Background: an optimization exercise with open tools, aiming at small area, a short achievable clock period and few clock cycles per item. Do not read the settings as production practice.
The RTL was checked by simulation tests, not by an equivalence proof against the original design.

==> run B <==
Design chiptune_sound_generator, start of the top module:
module chiptune_sound_generator (
  input  logic        clk,
  input  logic        rst_n,
  input  logic        in_valid,
  output logic        in_stall,
  input  logic [1:0]  in_kind,
  input  logic [1:0]  in_voice,
  input  logic [23:0] in_phase_step,
  input  logic [3:0]  in_noise_rate,
  output logic        out_valid,
  input  logic        out_stall,
  output logic signed [15:0] out_sample,
  input  logic        psel,
  input  logic        penable,
  input  logic        pwrite,
  input  logic [4:0]  paddr,
  input  logic [31:0] pwdata,
  output logic [31:0] prdata,
  output logic        pready
);
Settings: LEC_CHECK=0, ABC_AREA=1, CAP_MARGIN=20, CORE_MARGIN=2, CORE_UTILIZATION=40, CTS_BUF_LIST=sky130_fd_sc_hd__clkbuf_8, SETUP_SLACK_MARGIN=5, SLEW_MARGIN=20; clock period 10.0 ns.
run.sh (not shown) runs the stock make flow with config.mk's settings and CLKGATE_MAP_FILE= SYNTH_SCRIPT=/design/flow/synth_recipe.tcl, a recipe that flattens the netlist after the stock synthesis.
==> inputs of run D, as changes to run B <==
--- a/flow/design.v
+++ b/flow/design.v
@@ -116,13 +116,31 @@
       6'd60: p_t = 25'h1e19a09;
       6'd61: p_t = 25'h1e19a09;
       6'd62: p_t = 25'h1e0c340;
       6'd63: p_t = 25'h1e0c340;
       default: p_t = '0;
     endcase
-    p_td = 19'({19'h52821, 19'h51ca9, 19'h51130, 19'h505b8, 19'h4fa3f, 19'h4eec7, 19'h4e34f, 19'h4d7d6, 19'h4cc5e, 19'h4c0e5, 19'h4b56d, 19'h4a9f5, 19'h49e7c, 19'h49304, 19'h4878c, 19'h47c13} >> (19 * c_n));
+    case (c_n)
+      4'd0: p_td = 19'h47c13;
+      4'd1: p_td = 19'h4878c;
+      4'd2: p_td = 19'h49304;
+      4'd3: p_td = 19'h49e7c;
+      4'd4: p_td = 19'h4a9f5;
+      4'd5: p_td = 19'h4b56d;
+      4'd6: p_td = 19'h4c0e5;
+      4'd7: p_td = 19'h4cc5e;
+      4'd8: p_td = 19'h4d7d6;
+      4'd9: p_td = 19'h4e34f;
+      4'd10: p_td = 19'h4eec7;
+      4'd11: p_td = 19'h4fa3f;
+      4'd12: p_td = 19'h505b8;
+      4'd13: p_td = 19'h51130;
+      4'd14: p_td = 19'h51ca9;
+      4'd15: p_td = 19'h52821;
+      default: p_td = '0;
+    endcase
     p_s1  = p_g0 ^ p_g1 ^ p_g2;
     p_c1  = ((p_g0 & p_g1) | (p_g0 & p_g2) | (p_g1 & p_g2)) << 1;
     p_r0s = p_s1 ^ p_c1 ^ p_t;
     p_r0c = ((p_s1 & p_c1) | (p_s1 & p_t) | (p_c1 & p_t)) << 1;
     p_dhi = p_td[18:8] + {1'b0, c_a};
     p_d   = {3'd0, p_dhi, p_td[7:0], 3'd0};
@@ -182,13 +200,13 @@
   logic r12_p, r12_n;
   csg_div #(.WT(25), .L(22), .T(2)) u_srt0 (.s_in(p_r0s), .c_in(p_r0c), .d_in(p_d),
     .s_out(r0_s), .c_out(r0_c), .qp(r0_p), .qn(r0_n));
   logic b0_v, b0_sg, b0_cp, b0_cm;
   logic [4:0] b0_sq;
   logic [24:0] b0_s, b0_c, b0_d;
-  logic signed [1:0] b0_q;
+  logic [0:0] b0_qp, b0_qn;
   always_ff @(posedge clk) begin
     if (!rst_n) b0_v <= 1'b0;
     else if (adv) b0_v <= c_v;
   end
   always_ff @(posedge clk) begin
     if (adv) begin
@@ -196,13 +214,14 @@
       b0_c[24:2] <= r0_c[24:2];
       b0_d[21:3] <= p_d[21:3];
       b0_sg <= p_sg;
       b0_sq <= c_s;
       b0_cp <= p_cp;
       b0_cm <= p_cm;
-      b0_q <= $signed({1'b0, {r0_p}}) - $signed({1'b0, {r0_n}});
+      b0_qp <= {r0_p};
+      b0_qn <= {r0_n};
     end
   end
   assign b0_s[1:0] = '0;
   assign b0_c[1:0] = '0;
   assign b0_d[24:22] = '0;
   assign b0_d[2:0] = '0;
@@ -210,13 +229,13 @@
     .s_out(r1_s), .c_out(r1_c), .qp(r1_p), .qn(r1_n));
   csg_div #(.WT(25), .L(22), .T(4)) u_srt2 (.s_in(r1_s), .c_in(r1_c), .d_in(b0_d),
     .s_out(r2_s), .c_out(r2_c), .qp(r2_p), .qn(r2_n));
   logic b1_v, b1_sg, b1_cp, b1_cm;
   logic [4:0] b1_sq;
   logic [24:0] b1_s, b1_c, b1_d;
-  logic signed [3:0] b1_q;
+  logic [2:0] b1_qp, b1_qn;
   always_ff @(posedge clk) begin
     if (!rst_n) b1_v <= 1'b0;
     else if (adv) b1_v <= b0_v;
   end
   always_ff @(posedge clk) begin
     if (adv) begin
@@ -224,13 +243,14 @@
       b1_c[24:4] <= r2_c[24:4];
       b1_d[21:5] <= b0_d[21:5];
       b1_sg <= b0_sg;
       b1_sq <= b0_sq;
       b1_cp <= b0_cp;
       b1_cm <= b0_cm;
-      b1_q <= $signed({b0_q, {r1_p, r2_p}}) - $signed({1'b0, {r1_n, r2_n}});
+      b1_qp <= {b0_qp, r1_p, r2_p};
+      b1_qn <= {b0_qn, r1_n, r2_n};
     end
   end
   assign b1_s[3:0] = '0;
   assign b1_c[3:0] = '0;
   assign b1_d[24:22] = '0;
   assign b1_d[4:0] = '0;
@@ -238,13 +258,13 @@
     .s_out(r3_s), .c_out(r3_c), .qp(r3_p), .qn(r3_n));
   csg_div #(.WT(25), .L(22), .T(6)) u_srt4 (.s_in(r3_s), .c_in(r3_c), .d_in(b1_d),
     .s_out(r4_s), .c_out(r4_c), .qp(r4_p), .qn(r4_n));
   logic b2_v, b2_sg, b2_cp, b2_cm;
   logic [4:0] b2_sq;
   logic [24:0] b2_s, b2_c, b2_d;
-  logic signed [5:0] b2_q;
+  logic [4:0] b2_qp, b2_qn;
   always_ff @(posedge clk) begin
     if (!rst_n) b2_v <= 1'b0;
     else if (adv) b2_v <= b1_v;
   end
   always_ff @(posedge clk) begin
     if (adv) begin
@@ -252,13 +272,14 @@
       b2_c[24:6] <= r4_c[24:6];
       b2_d[21:7] <= b1_d[21:7];
       b2_sg <= b1_sg;
       b2_sq <= b1_sq;
       b2_cp <= b1_cp;
       b2_cm <= b1_cm;
-      b2_q <= $signed({b1_q, {r3_p, r4_p}}) - $signed({1'b0, {r3_n, r4_n}});
+      b2_qp <= {b1_qp, r3_p, r4_p};
+      b2_qn <= {b1_qn, r3_n, r4_n};
     end
   end
   assign b2_s[5:0] = '0;
   assign b2_c[5:0] = '0;
   assign b2_d[24:22] = '0;
   assign b2_d[6:0] = '0;
@@ -266,13 +287,13 @@
     .s_out(r5_s), .c_out(r5_c), .qp(r5_p), .qn(r5_n));
   csg_div #(.WT(25), .L(22), .T(8)) u_srt6 (.s_in(r5_s), .c_in(r5_c), .d_in(b2_d),
     .s_out(r6_s), .c_out(r6_c), .qp(r6_p), .qn(r6_n));
   logic b3_v, b3_sg, b3_cp, b3_cm;
   logic [4:0] b3_sq;
   logic [24:0] b3_s, b3_c, b3_d;
-  logic signed [7:0] b3_q;
+  logic [6:0] b3_qp, b3_qn;
   always_ff @(posedge clk) begin
     if (!rst_n) b3_v <= 1'b0;
     else if (adv) b3_v <= b2_v;
   end
   always_ff @(posedge clk) begin
     if (adv) begin
@@ -280,13 +301,14 @@
       b3_c[24:8] <= r6_c[24:8];
       b3_d[21:9] <= b2_d[21:9];
       b3_sg <= b2_sg;
       b3_sq <= b2_sq;
       b3_cp <= b2_cp;
       b3_cm <= b2_cm;
-      b3_q <= $signed({b2_q, {r5_p, r6_p}}) - $signed({1'b0, {r5_n, r6_n}});
+      b3_qp <= {b2_qp, r5_p, r6_p};
+      b3_qn <= {b2_qn, r5_n, r6_n};
     end
   end
   assign b3_s[7:0] = '0;
   assign b3_c[7:0] = '0;
   assign b3_d[24:22] = '0;
   assign b3_d[8:0] = '0;
@@ -294,13 +316,13 @@
     .s_out(r7_s), .c_out(r7_c), .qp(r7_p), .qn(r7_n));
   csg_div #(.WT(25), .L(22), .T(10)) u_srt8 (.s_in(r7_s), .c_in(r7_c), .d_in(b3_d),
     .s_out(r8_s), .c_out(r8_c), .qp(r8_p), .qn(r8_n));
   logic b4_v, b4_sg, b4_cp, b4_cm;
   logic [4:0] b4_sq;
   logic [24:0] b4_s, b4_c, b4_d;
-  logic signed [9:0] b4_q;
+  logic [8:0] b4_qp, b4_qn;
   always_ff @(posedge clk) begin
     if (!rst_n) b4_v <= 1'b0;
     else if (adv) b4_v <= b3_v;
   end
   always_ff @(posedge clk) begin
     if (adv) begin
@@ -308,13 +330,14 @@
       b4_c[24:10] <= r8_c[24:10];
       b4_d[21:11] <= b3_d[21:11];
       b4_sg <= b3_sg;
       b4_sq <= b3_sq;
       b4_cp <= b3_cp;
       b4_cm <= b3_cm;
-      b4_q <= $signed({b3_q, {r7_p, r8_p}}) - $signed({1'b0, {r7_n, r8_n}});
+      b4_qp <= {b3_qp, r7_p, r8_p};
+      b4_qn <= {b3_qn, r7_n, r8_n};
     end
   end
   assign b4_s[9:0] = '0;
   assign b4_c[9:0] = '0;
   assign b4_d[24:22] = '0;
   assign b4_d[10:0] = '0;
@@ -322,13 +345,13 @@
     .s_out(r9_s), .c_out(r9_c), .qp(r9_p), .qn(r9_n));
   csg_div #(.WT(25), .L(22), .T(12)) u_srt10 (.s_in(r9_s), .c_in(r9_c), .d_in(b4_d),
     .s_out(r10_s), .c_out(r10_c), .qp(r10_p), .qn(r10_n));
   logic b5_v, b5_sg, b5_cp, b5_cm;
   logic [4:0] b5_sq;
   logic [24:0] b5_s, b5_c, b5_d;
-  logic signed [11:0] b5_q;
+  logic [10:0] b5_qp, b5_qn;
   always_ff @(posedge clk) begin
     if (!rst_n) b5_v <= 1'b0;
     else if (adv) b5_v <= b4_v;
   end
   always_ff @(posedge clk) begin
     if (adv) begin
@@ -336,13 +359,14 @@
       b5_c[24:12] <= r10_c[24:12];
       b5_d[21:13] <= b4_d[21:13];
       b5_sg <= b4_sg;
       b5_sq <= b4_sq;
       b5_cp <= b4_cp;
       b5_cm <= b4_cm;
-      b5_q <= $signed({b4_q, {r9_p, r10_p}}) - $signed({1'b0, {r9_n, r10_n}});
+      b5_qp <= {b4_qp, r9_p, r10_p};
+      b5_qn <= {b4_qn, r9_n, r10_n};
     end
   end
   assign b5_s[11:0] = '0;
   assign b5_c[11:0] = '0;
   assign b5_d[24:22] = '0;
   assign b5_d[12:0] = '0;
@@ -350,54 +374,91 @@
     .s_out(r11_s), .c_out(r11_c), .qp(r11_p), .qn(r11_n));
   csg_div #(.WT(25), .L(22), .T(14)) u_srt12 (.s_in(r11_s), .c_in(r11_c), .d_in(b5_d),
     .s_out(r12_s), .c_out(r12_c), .qp(r12_p), .qn(r12_n));
   logic b6_v, b6_sg, b6_cp, b6_cm;
   logic [4:0] b6_sq;
   logic [24:0] b6_s, b6_c, b6_d;
-  logic signed [13:0] b6_q;
+  logic [12:0] b6_qp, b6_qn;
   always_ff @(posedge clk) begin
     if (!rst_n) b6_v <= 1'b0;
     else if (adv) b6_v <= b5_v;
   end
   always_ff @(posedge clk) begin
     if (adv) begin
       b6_s[24:14] <= r12_s[24:14];
       b6_c[24:14] <= r12_c[24:14];
       b6_sg <= b5_sg;
       b6_sq <= b5_sq;
       b6_cp <= b5_cp;
       b6_cm <= b5_cm;
-      b6_q <= $signed({b5_q, {r11_p, r12_p}}) - $signed({1'b0, {r11_n, r12_n}});
+      b6_qp <= {b5_qp, r11_p, r12_p};
+      b6_qn <= {b5_qn, r11_n, r12_n};
     end
   end
   assign b6_s[13:0] = '0;
   assign b6_c[13:0] = '0;
   assign b6_d = '0;
   logic [24:0] f_rem;
   logic        f_neg;
-  logic [15:0] f_x, f_ka, f_kb, f_a, f_b, f_p;
+  logic [15:0] f_x, f_y, f_ka, f_kb, f_a, f_b, f_p;
   logic [11:0] f_psq;
   always_comb begin
     f_rem = b6_s + b6_c;
     f_neg = f_rem[24];
-    f_x   = 16'(b6_sg ? ~b6_q : b6_q);
+    f_x   = b6_sg ? ~{3'b0, b6_qp} : {3'b0, b6_qp};
+    f_y   = b6_sg ? {3'b0, b6_qn} : ~{3'b0, b6_qn};
     case ({b6_sg, b6_cp, b6_cm})
-      3'b010:  begin f_ka = 16'd1; f_kb = 16'd0; end
-      3'b001:  begin f_ka = 16'hffff; f_kb = 16'hfffe; end
+      3'b010:  begin f_ka = 16'd2; f_kb = 16'd1; end
+      3'b001:  begin f_ka = 16'd0; f_kb = 16'hffff; end
       3'b110:  begin f_ka = 16'd0; f_kb = 16'd1; end
       3'b101:  begin f_ka = 16'd2; f_kb = 16'd3; end
       3'b100:  begin f_ka = 16'd1; f_kb = 16'd2; end
-      default: begin f_ka = 16'd0; f_kb = 16'hffff; end
+      default: begin f_ka = 16'd1; f_kb = 16'd0; end
     endcase
-    f_p   = {4'b0, f_psq} + f_x;
+    f_p   = {4'b0, f_psq} + f_x + f_y;
     f_a   = f_p + f_ka;
     f_b   = f_p + f_kb;
     f_sum = f_neg ? f_b : f_a;
   end
-  localparam logic [383:0] PSQ = {12'd0, 12'd3101, 12'd3025, 12'd2947, 12'd2868, 12'd2788, 12'd2706, 12'd2622, 12'd2537, 12'd2450, 12'd2362, 12'd2272, 12'd2179, 12'd2086, 12'd1990, 12'd1892, 12'd1792, 12'd1690, 12'd1586, 12'd1480, 12'd1371, 12'd1260, 12'd1146, 12'd1030, 12'd912, 12'd790, 12'd666, 12'd539, 12'd409, 12'd276, 12'd139, 12'd0};
-  assign f_psq = PSQ[12*b6_sq +: 12];
+  always_comb begin
+    case (b6_sq)
+      5'd0: f_psq = 12'd0;
+      5'd1: f_psq = 12'd139;
+      5'd2: f_psq = 12'd276;
+      5'd3: f_psq = 12'd409;
+      5'd4: f_psq = 12'd539;
+      5'd5: f_psq = 12'd666;
+      5'd6: f_psq = 12'd790;
+      5'd7: f_psq = 12'd912;
+      5'd8: f_psq = 12'd1030;
+      5'd9: f_psq = 12'd1146;
+      5'd10: f_psq = 12'd1260;
+      5'd11: f_psq = 12'd1371;
+      5'd12: f_psq = 12'd1480;
+      5'd13: f_psq = 12'd1586;
+      5'd14: f_psq = 12'd1690;
+      5'd15: f_psq = 12'd1792;
+      5'd16: f_psq = 12'd1892;
+      5'd17: f_psq = 12'd1990;
+      5'd18: f_psq = 12'd2086;
+      5'd19: f_psq = 12'd2179;
+      5'd20: f_psq = 12'd2272;
+      5'd21: f_psq = 12'd2362;
+      5'd22: f_psq = 12'd2450;
+      5'd23: f_psq = 12'd2537;
+      5'd24: f_psq = 12'd2622;
+      5'd25: f_psq = 12'd2706;
+      5'd26: f_psq = 12'd2788;
+      5'd27: f_psq = 12'd2868;
+      5'd28: f_psq = 12'd2947;
+      5'd29: f_psq = 12'd3025;
+      5'd30: f_psq = 12'd3101;
+      5'd31: f_psq = 12'd0;
+      default: f_psq = '0;
+    endcase
+  end
   assign f_v = b6_v;
 endmodule
 module csg_div #(
   parameter integer WT = 25,
   parameter integer L  = 22,
   parameter integer T  = 1
@@ -481,20 +542,20 @@
   logic [3:0]  nz_rate_r;
   logic [11:0] nz_count_r;
   logic        out_valid_r;
   logic signed [15:0] out_sample_r;
   logic [3:0]  prdata_r;
   logic in_acc, cfg_wr, adv, cap;
-  assign in_stall = in_stall_r;
-  assign in_acc   = in_valid && !in_stall_r;
+  assign in_stall = out_valid_r && out_stall;
+  assign in_acc   = in_valid && !in_stall;
   assign cap      = in_acc && (in_kind == 2'd0);
   assign pready   = 1'b1;
   assign cfg_wr   = psel && penable && pwrite;
   assign out_valid  = out_valid_r;
   assign out_sample = out_sample_r;
-  assign adv      = !(out_valid_r && out_stall);
+  assign adv      = !in_stall;
   always_ff @(posedge clk) begin
     if (!rst_n) begin
       duty_a_r   <= 2'd1;
       duty_b_r   <= 2'd2;
       env_per0_r <= 4'd12;
       env_per1_r <= 4'd9;
@@ -600,17 +661,17 @@
             default: env2_r[8:5] <= 4'd0;
           endcase
         end
       endcase
     end
   end
-  logic       c_v, k_v, in_stall_r;
-  logic [4:0] c_s, k_s;
-  logic [9:0] c_a, k_a;
-  logic [3:0] c_n, k_n;
-  logic       c_sg, k_sg;
+  logic       c_v;
+  logic [4:0] c_s;
+  logic [9:0] c_a;
+  logic [3:0] c_n;
+  logic       c_sg;
   logic [10:0] sg_sum;
   logic       sg_new;
   always_comb begin
     case (env2_r[8:5])
       4'd0: sg_sum = {1'b0, tri_a} + 11'h700;
       4'd1: sg_sum = {1'b0, tri_a} + 11'h70b;
@@ -630,38 +691,21 @@
       4'd15: sg_sum = {1'b0, tri_a} + 11'h7ac;
       default: sg_sum = '0;
     endcase
     sg_new = nz_shift_nxt[0] ? sg_sum[10] : (tri_a[9:8] == 2'd0);
   end
   always_ff @(posedge clk) begin
-    if (!rst_n) begin
-      c_v <= 1'b0;
-      k_v <= 1'b0;
-      in_stall_r <= 1'b0;
-    end else begin
-      in_stall_r <= !adv;
-      if (adv) begin
-        c_v <= k_v || cap;
-        k_v <= 1'b0;
-      end else if (cap) begin
-        k_v <= 1'b1;
-      end
-    end
+    if (!rst_n)   c_v <= 1'b0;
+    else if (adv) c_v <= cap;
   end
   always_ff @(posedge clk) begin
     if (adv) begin
-      c_s  <= k_v ? k_s  : s_new;
-      c_a  <= k_v ? k_a  : tri_a;
-      c_n  <= k_v ? k_n  : lvl_n;
-      c_sg <= k_v ? k_sg : sg_new;
-    end
-    if (!adv && cap) begin
-      k_s  <= s_new;
-      k_a  <= tri_a;
-      k_n  <= lvl_n;
-      k_sg <= sg_new;
+      c_s  <= s_new;
+      c_a  <= tri_a;
+      c_n  <= lvl_n;
+      c_sg <= sg_new;
     end
   end
   logic        f_v;
   logic signed [15:0] f_sum;
   csg_mix u_mix (.clk(clk), .rst_n(rst_n), .adv(adv), .c_v(c_v), .c_s(c_s), .c_a(c_a),
                  .c_n(c_n), .c_sg(c_sg), .f_v(f_v), .f_sum(f_sum));
ABC_CLOCK_PERIOD_IN_PS = 4000   (was default)
CORE_UTILIZATION = 55   (was 40)
CTS_BUF_LIST = sky130_fd_sc_hd__clkbuf_4 sky130_fd_sc_hd__clkbuf_8   (was sky130_fd_sc_hd__clkbuf_8)
HOLD_SLACK_MARGIN = 0.05   (was default)
==> inputs of run P, as changes to run B <==
--- a/flow/design.v
+++ b/flow/design.v
@@ -116,13 +116,31 @@
       6'd60: p_t = 25'h1e19a09;
       6'd61: p_t = 25'h1e19a09;
       6'd62: p_t = 25'h1e0c340;
       6'd63: p_t = 25'h1e0c340;
       default: p_t = '0;
     endcase
-    p_td = 19'({19'h52821, 19'h51ca9, 19'h51130, 19'h505b8, 19'h4fa3f, 19'h4eec7, 19'h4e34f, 19'h4d7d6, 19'h4cc5e, 19'h4c0e5, 19'h4b56d, 19'h4a9f5, 19'h49e7c, 19'h49304, 19'h4878c, 19'h47c13} >> (19 * c_n));
+    case (c_n)
+      4'd0: p_td = 19'h47c13;
+      4'd1: p_td = 19'h4878c;
+      4'd2: p_td = 19'h49304;
+      4'd3: p_td = 19'h49e7c;
+      4'd4: p_td = 19'h4a9f5;
+      4'd5: p_td = 19'h4b56d;
+      4'd6: p_td = 19'h4c0e5;
+      4'd7: p_td = 19'h4cc5e;
+      4'd8: p_td = 19'h4d7d6;
+      4'd9: p_td = 19'h4e34f;
+      4'd10: p_td = 19'h4eec7;
+      4'd11: p_td = 19'h4fa3f;
+      4'd12: p_td = 19'h505b8;
+      4'd13: p_td = 19'h51130;
+      4'd14: p_td = 19'h51ca9;
+      4'd15: p_td = 19'h52821;
+      default: p_td = '0;
+    endcase
     p_s1  = p_g0 ^ p_g1 ^ p_g2;
     p_c1  = ((p_g0 & p_g1) | (p_g0 & p_g2) | (p_g1 & p_g2)) << 1;
     p_r0s = p_s1 ^ p_c1 ^ p_t;
     p_r0c = ((p_s1 & p_c1) | (p_s1 & p_t) | (p_c1 & p_t)) << 1;
     p_dhi = p_td[18:8] + {1'b0, c_a};
     p_d   = {3'd0, p_dhi, p_td[7:0], 3'd0};
@@ -390,14 +408,49 @@
     endcase
     f_p   = {4'b0, f_psq} + f_x;
     f_a   = f_p + f_ka;
     f_b   = f_p + f_kb;
     f_sum = f_neg ? f_b : f_a;
   end
-  localparam logic [383:0] PSQ = {12'd0, 12'd3101, 12'd3025, 12'd2947, 12'd2868, 12'd2788, 12'd2706, 12'd2622, 12'd2537, 12'd2450, 12'd2362, 12'd2272, 12'd2179, 12'd2086, 12'd1990, 12'd1892, 12'd1792, 12'd1690, 12'd1586, 12'd1480, 12'd1371, 12'd1260, 12'd1146, 12'd1030, 12'd912, 12'd790, 12'd666, 12'd539, 12'd409, 12'd276, 12'd139, 12'd0};
-  assign f_psq = PSQ[12*b6_sq +: 12];
+  always_comb begin
+    case (b6_sq)
+      5'd0: f_psq = 12'd0;
+      5'd1: f_psq = 12'd139;
+      5'd2: f_psq = 12'd276;
+      5'd3: f_psq = 12'd409;
+      5'd4: f_psq = 12'd539;
+      5'd5: f_psq = 12'd666;
+      5'd6: f_psq = 12'd790;
+      5'd7: f_psq = 12'd912;
+      5'd8: f_psq = 12'd1030;
+      5'd9: f_psq = 12'd1146;
+      5'd10: f_psq = 12'd1260;
+      5'd11: f_psq = 12'd1371;
+      5'd12: f_psq = 12'd1480;
+      5'd13: f_psq = 12'd1586;
+      5'd14: f_psq = 12'd1690;
+      5'd15: f_psq = 12'd1792;
+      5'd16: f_psq = 12'd1892;
+      5'd17: f_psq = 12'd1990;
+      5'd18: f_psq = 12'd2086;
+      5'd19: f_psq = 12'd2179;
+      5'd20: f_psq = 12'd2272;
+      5'd21: f_psq = 12'd2362;
+      5'd22: f_psq = 12'd2450;
+      5'd23: f_psq = 12'd2537;
+      5'd24: f_psq = 12'd2622;
+      5'd25: f_psq = 12'd2706;
+      5'd26: f_psq = 12'd2788;
+      5'd27: f_psq = 12'd2868;
+      5'd28: f_psq = 12'd2947;
+      5'd29: f_psq = 12'd3025;
+      5'd30: f_psq = 12'd3101;
+      5'd31: f_psq = 12'd0;
+      default: f_psq = '0;
+    endcase
+  end
   assign f_v = b6_v;
 endmodule
 module csg_div #(
   parameter integer WT = 25,
   parameter integer L  = 22,
   parameter integer T  = 1
@@ -481,14 +534,14 @@
   logic [3:0]  nz_rate_r;
   logic [11:0] nz_count_r;
   logic        out_valid_r;
   logic signed [15:0] out_sample_r;
   logic [3:0]  prdata_r;
   logic in_acc, cfg_wr, adv, cap;
-  assign in_stall = in_stall_r;
-  assign in_acc   = in_valid && !in_stall_r;
+  assign in_stall = out_stall;
+  assign in_acc   = in_valid && !out_stall;
   assign cap      = in_acc && (in_kind == 2'd0);
   assign pready   = 1'b1;
   assign cfg_wr   = psel && penable && pwrite;
   assign out_valid  = out_valid_r;
   assign out_sample = out_sample_r;
   assign adv      = !(out_valid_r && out_stall);
@@ -600,17 +653,17 @@
             default: env2_r[8:5] <= 4'd0;
           endcase
         end
       endcase
     end
   end
-  logic       c_v, k_v, in_stall_r;
-  logic [4:0] c_s, k_s;
-  logic [9:0] c_a, k_a;
-  logic [3:0] c_n, k_n;
-  logic       c_sg, k_sg;
+  logic       c_v;
+  logic [4:0] c_s;
+  logic [9:0] c_a;
+  logic [3:0] c_n;
+  logic       c_sg;
   logic [10:0] sg_sum;
   logic       sg_new;
   always_comb begin
     case (env2_r[8:5])
       4'd0: sg_sum = {1'b0, tri_a} + 11'h700;
       4'd1: sg_sum = {1'b0, tri_a} + 11'h70b;
@@ -630,38 +683,21 @@
       4'd15: sg_sum = {1'b0, tri_a} + 11'h7ac;
       default: sg_sum = '0;
     endcase
     sg_new = nz_shift_nxt[0] ? sg_sum[10] : (tri_a[9:8] == 2'd0);
   end
   always_ff @(posedge clk) begin
-    if (!rst_n) begin
-      c_v <= 1'b0;
-      k_v <= 1'b0;
-      in_stall_r <= 1'b0;
-    end else begin
-      in_stall_r <= !adv;
-      if (adv) begin
-        c_v <= k_v || cap;
-        k_v <= 1'b0;
-      end else if (cap) begin
-        k_v <= 1'b1;
-      end
-    end
+    if (!rst_n)   c_v <= 1'b0;
+    else if (adv) c_v <= cap;
   end
   always_ff @(posedge clk) begin
     if (adv) begin
-      c_s  <= k_v ? k_s  : s_new;
-      c_a  <= k_v ? k_a  : tri_a;
-      c_n  <= k_v ? k_n  : lvl_n;
-      c_sg <= k_v ? k_sg : sg_new;
-    end
-    if (!adv && cap) begin
-      k_s  <= s_new;
-      k_a  <= tri_a;
-      k_n  <= lvl_n;
-      k_sg <= sg_new;
+      c_s  <= s_new;
+      c_a  <= tri_a;
+      c_n  <= lvl_n;
+      c_sg <= sg_new;
     end
   end
   logic        f_v;
   logic signed [15:0] f_sum;
   csg_mix u_mix (.clk(clk), .rst_n(rst_n), .adv(adv), .c_v(c_v), .c_s(c_s), .c_a(c_a),
                  .c_n(c_n), .c_sg(c_sg), .f_v(f_v), .f_sum(f_sum));
SETUP_SLACK_MARGIN = 4.5   (was 5)
==> results.txt <==
Between run D and run P, the lower worst hold slack is in run D (gap 4.0 ps).
The highest clock skew belongs to run P, the lowest to run D.
The lowest cell count belongs to run D, the highest to run B.
Non-clock buffer count, highest first: run B, run D, run P.
==> figures <==
	run D	run B	run P
Syn_area_per_cell	9.20 µm²	9.02 µm²	9.02 µm²
Post-CTS setup buffer count	5	7	0
Sink of the worst hold path	u_mix.b5_sq[3]$_DFFE_PN_	u_mix.b6_sq[3]$_DFFE_PN_	u_mix.b1_cp$_DFFE_PN_
Worst Min Path Start	u_mix.b4_sq[3]$_DFFE_PN_	u_mix.b5_sq[3]$_DFFE_PN_	u_mix.b0_cp$_DFFE_PN_
Critical Path RT	8000 ps	10530 ps	10500 ps
Vias/cell	5.44	5.01	5.06
Status	complete, no violations	complete, no violations	complete, no violations
Floorplan die width	291 µm	339 µm	339 µm
Row cnt	105	122	122
Simple-gate area share of the yosys netlist	17.6%	16.4%	16.1%
Effective utilization at floorplan	55.4%	40.5%	40.5%
Synthesized-area fraction occupied by ao, oa, aoi and oai cells	11.4%	12.4%	13.7%
Met1 track demand over resource in global routing	35.8%	24.0%	23.7%
Testbench counts of run B, summed over its fixed seeds: cycles 9,670, items 7,530.
Testbench counts of run D, summed over its fixed seeds: cycles 9,670, items 7,530.
Testbench counts of run P, summed over its fixed seeds: cycles 9,670, items 7,530.

[re-timing with driven ports]
Ports are ideal in the flow. The routed layouts listed here were re-timed in OpenROAD. Step 1 assumes that a clkbuf_16 drives the clock port and a buf_2 every other input. Step 2 also shifts input and output timing later by t, the mid clock arrival at the registers, as if the neighbouring blocks saw the same clock. Slacks: ideal ports / drivers / drivers and shift; pairs: ideal ports / drivers.
| run | t, ns | setup WS [ns] | clock arrival spread, ns | worst slew at a driven data input, ns |
|---|---|---|---|---|
| run B | 0.866 | 5.297 / 5.297 / 4.691 | 0.034 / 0.034 | 0.11 |
| run D | 0.834 | 5.144 / 5.113 / 4.811 | 0.031 / 0.030 | 0.11 |
| run P | 0.843 | 4.820 / 4.820 / 4.650 | 0.067 / 0.066 | 0.12 |
After both steps setup and hold are still met in every run listed. For run B, which loses most, drivers alone change the setup slack by 0.000 ns; drivers and shift together by -0.606 ns.
